Source: an optimization exercise on an open RTL-to-GDS flow (aim: small area). Production flows keep margins and buffers that such runs may drop. In this exercise RTL edits were held to simulation tests only and were not proved equivalent to the original. No activity file was given, so power comes from the tool's default toggle rates.

Design aplic_regctl_top, start of the top module:
module aplic_regctl_top (
  input  logic        i_clk,
  input  logic        ni_rst,
  input  logic        i_acc_en,
  input  logic        i_acc_we,
  input  logic [0:0]  i_acc_dom,
  input  logic [15:0] i_acc_addr,
  input  logic [31:0] i_acc_wdata,
  output logic [31:0] o_acc_rdata,
  output logic [31:0] o_setip,
  output logic [31:0] o_setie,
  output logic [31:0] o_active,
  output logic [31:0] o_intp_domain,
  output logic [1:0]  o_domaincfg_ie,
  output logic [1:0]  o_domaincfg_dm
);
export LEC_CHECK = 0
export CAP_MARGIN = 5
export CORE_MARGIN = 2
export CORE_UTILIZATION = 75
export CTS_BUF_LIST = sky130_fd_sc_hd__clkbuf_8
export CTS_CLUSTER_DIAMETER = 70
export CTS_CLUSTER_SIZE = 15
export SETUP_SLACK_MARGIN = 0
export SLEW_MARGIN = 5
export SYNTH_HIERARCHICAL = 1
export SYNTH_MINIMUM_KEEP_SIZE = 0
create_clock -name core_clock -period 10.0 [get_ports {i_clk}]
standard.sh (not shown) runs the stock make flow with config.mk's settings and CLKGATE_MAP_FILE= SYNTH_SCRIPT=/design/flow/synth_recipe.tcl, a recipe that flattens the netlist after the stock synthesis.
==> flow/flow/run.sh <==
#!/bin/bash
# Own layout flow: the standard ORFS flow, with
#  - port buffers of the smallest buffer (buf_1) instead of clkdlybuf4s50_1,
#  - CTS with larger sink clusters and no dummy loads,
#  - every logic cell swapped to its smallest size after floorplan (repair
#    steps later size up what needs it).
# Each tool's log stays under orfs/logs; make's output goes to flow_make.log.
set -euo pipefail
here=$(pwd)
bash standard.sh finish \
  BUFFER_PORTS_ARGS="-buffer_cell sky130_fd_sc_hd__buf_1" \
  CTS_ARGS="-sink_clustering_enable -repair_clock_nets -buf_list sky130_fd_sc_hd__clkbuf_8 -sink_clustering_size 15 -sink_clustering_max_diameter 70 -dont_use_dummy_load" \
  POST_FLOORPLAN_TCL="$here/flow/downsize.tcl" \
  > "$here/flow_make.log" 2>&1
==> flow/flow/downsize.tcl <==
# Swap every logic cell for the smallest cell of its family (same function,
# same pins); later repair steps size up what timing, slew or load need.
# Flip-flops keep their synthesized cell.
set db [ord::get_db]
set dont_use [expr {[info exists ::env(DONT_USE_CELLS)] ? $::env(DONT_USE_CELLS) : ""}]
proc ds_pins {m} {
  set p {}
  foreach t [$m getMTerms] { lappend p [$t getName] }
  return [lsort $p]
}
array set fam {}
foreach lib [$db getLibs] {
  foreach m [$lib getMasters] {
    set n [$m getName]
    set skip 0
    foreach pat $dont_use { if {[string match $pat $n]} { set skip 1 } }
    if {$skip} continue
    if {[regexp {^(sky130_fd_sc_hd__[a-z0-9]+)_[0-9]+$} $n -> f]} { lappend fam($f) $m }
  }
}
set n_swap 0
set saved 0
foreach inst [[[$db getChip] getBlock] getInsts] {
  set m [$inst getMaster]
  set n [$m getName]
  if {[regexp {__(df|edf|sdf|dl|tap|fill|decap|conb|clk)} $n]} continue
  if {![regexp {^(sky130_fd_sc_hd__[a-z0-9]+)_[0-9]+$} $n -> f]} continue
  if {![info exists fam($f)]} continue
  set best $m
  set ba [expr {[$m getWidth] * [$m getHeight]}]
  set pins [ds_pins $m]
  foreach c $fam($f) {
    set a [expr {[$c getWidth] * [$c getHeight]}]
    if {$a < $ba && [ds_pins $c] eq $pins} { set best $c; set ba $a }
  }
  if {$best ne $m} {
    set saved [expr {$saved + [$m getWidth] * [$m getHeight] - $ba}]
    replace_cell [$inst getName] [$best getName]
    incr n_swap
  }
}
puts "downsize: swapped $n_swap cells, [expr {$saved / 1e6}] um2 less"
Edit:
--- a/flow/flow/run.sh
+++ b/flow/flow/run.sh
@@ -11,3 +11,3 @@
   BUFFER_PORTS_ARGS="-buffer_cell sky130_fd_sc_hd__buf_1" \
-  CTS_ARGS="-sink_clustering_enable -repair_clock_nets -buf_list sky130_fd_sc_hd__clkbuf_8 -sink_clustering_size 15 -sink_clustering_max_diameter 70 -dont_use_dummy_load" \
+  CTS_ARGS="-sink_clustering_enable -repair_clock_nets -buf_list sky130_fd_sc_hd__clkbuf_8 -sink_clustering_size 14 -sink_clustering_max_diameter 50 -dont_use_dummy_load" \
   POST_FLOORPLAN_TCL="$here/flow/downsize.tcl" \
--- a/flow/config.mk
+++ b/flow/config.mk
@@ -11,4 +11,4 @@
 export CTS_BUF_LIST = sky130_fd_sc_hd__clkbuf_8
-export CTS_CLUSTER_DIAMETER = 70
-export CTS_CLUSTER_SIZE = 15
+export CTS_CLUSTER_DIAMETER = 50
+export CTS_CLUSTER_SIZE = 14
 export SETUP_SLACK_MARGIN = 0
After rerunning: The changed run ran to the end with no violations. Register-to-register slack improved by 40 ps. Final cell count rises by 0.48%. Worst setup slack improved by 54 ps. Routed wire length went up by 0.31%. Non-clock buffer count came out lower by 1. Sequential share of layout area drops by 0.31 points. Power rises by 2.4%. Sequential power stays flat. First-iteration DRC count went up by 2.9%.
Edit:
--- a/flow/flow/run.sh
+++ b/flow/flow/run.sh
@@ -11,3 +11,3 @@
   BUFFER_PORTS_ARGS="-buffer_cell sky130_fd_sc_hd__buf_1" \
-  CTS_ARGS="-sink_clustering_enable -repair_clock_nets -buf_list sky130_fd_sc_hd__clkbuf_8 -sink_clustering_size 14 -sink_clustering_max_diameter 50 -dont_use_dummy_load" \
+  CTS_ARGS="-sink_clustering_enable -repair_clock_nets -buf_list sky130_fd_sc_hd__clkbuf_8 -sink_clustering_size 15 -sink_clustering_max_diameter 70 -dont_use_dummy_load" \
   POST_FLOORPLAN_TCL="$here/flow/downsize.tcl" \
--- a/flow/flow/downsize.tcl
+++ b/flow/flow/downsize.tcl
@@ -3,2 +3,3 @@
 # Flip-flops keep their synthesized cell.
+remove_buffers
 set db [ord::get_db]
--- a/flow/config.mk
+++ b/flow/config.mk
@@ -11,4 +11,5 @@
 export CTS_BUF_LIST = sky130_fd_sc_hd__clkbuf_8
-export CTS_CLUSTER_DIAMETER = 50
-export CTS_CLUSTER_SIZE = 14
+export CTS_CLUSTER_DIAMETER = 70
+export CTS_CLUSTER_SIZE = 15
+export GPL_TIMING_DRIVEN = 0
 export SETUP_SLACK_MARGIN = 0
Count of clock-buffer cells in the layout is lower by 17.
Maximum frequency falls by a few percent.
Worst hold slack gets better by 6.9 ps.
Setup slack degrades by 510 ps.
Wire length went down by a few percent.
Register-to-register slack gains 130 ps.
Power is lower by a few percent.
Combinational power came out lower by a few percent.
Global-route usage decreases by 2.0 points.
Core utilization went up by 0.80 points.

-- what the ideal ports hide --
The flow's constraints put no driver on any port. The routed layouts listed below were extracted and timed again, unchanged, in two steps.
Step 1 (the two cells are an assumption about what drives the block):
set clk [get_ports {i_clk}]
set_driving_cell -lib_cell sky130_fd_sc_hd__clkbuf_16 $clk
set_driving_cell -lib_cell sky130_fd_sc_hd__buf_2 [delete_from_list [all_inputs] $clk]
Step 2 times the ports against the registers' clock, not the clock port: input delays grow and output delays shrink by t, the midpoint of the rising clock arrivals with the driver on.
Slacks: ideal ports / drivers / drivers and shift; pairs: ideal ports / drivers.
| run | t, ns | setup WS [ns] | hold WS [ns] | latest minus earliest clock arrival (ns) | cell pins on the clock port's net |
|---|---|---|---|---|---|
| the first run | 0.772 | 2.231 / 2.211 / 2.211 | 0.464 / 0.464 / 0.464 | 0.070 / 0.069 | 1 |
| the second run | 0.774 | 2.285 / 2.265 / 2.265 | 0.457 / 0.457 / 0.457 | 0.099 / 0.099 | 1 |
| the third run | 0.760 | 1.777 / 1.754 / 1.754 | 0.464 / 0.464 / 0.464 | 0.071 / 0.072 | 1 |
After both steps every run listed still meets setup and hold. The setup slack of the third run, which loses most, moves by -0.023 ns with the drivers and by -0.023 ns with both steps.
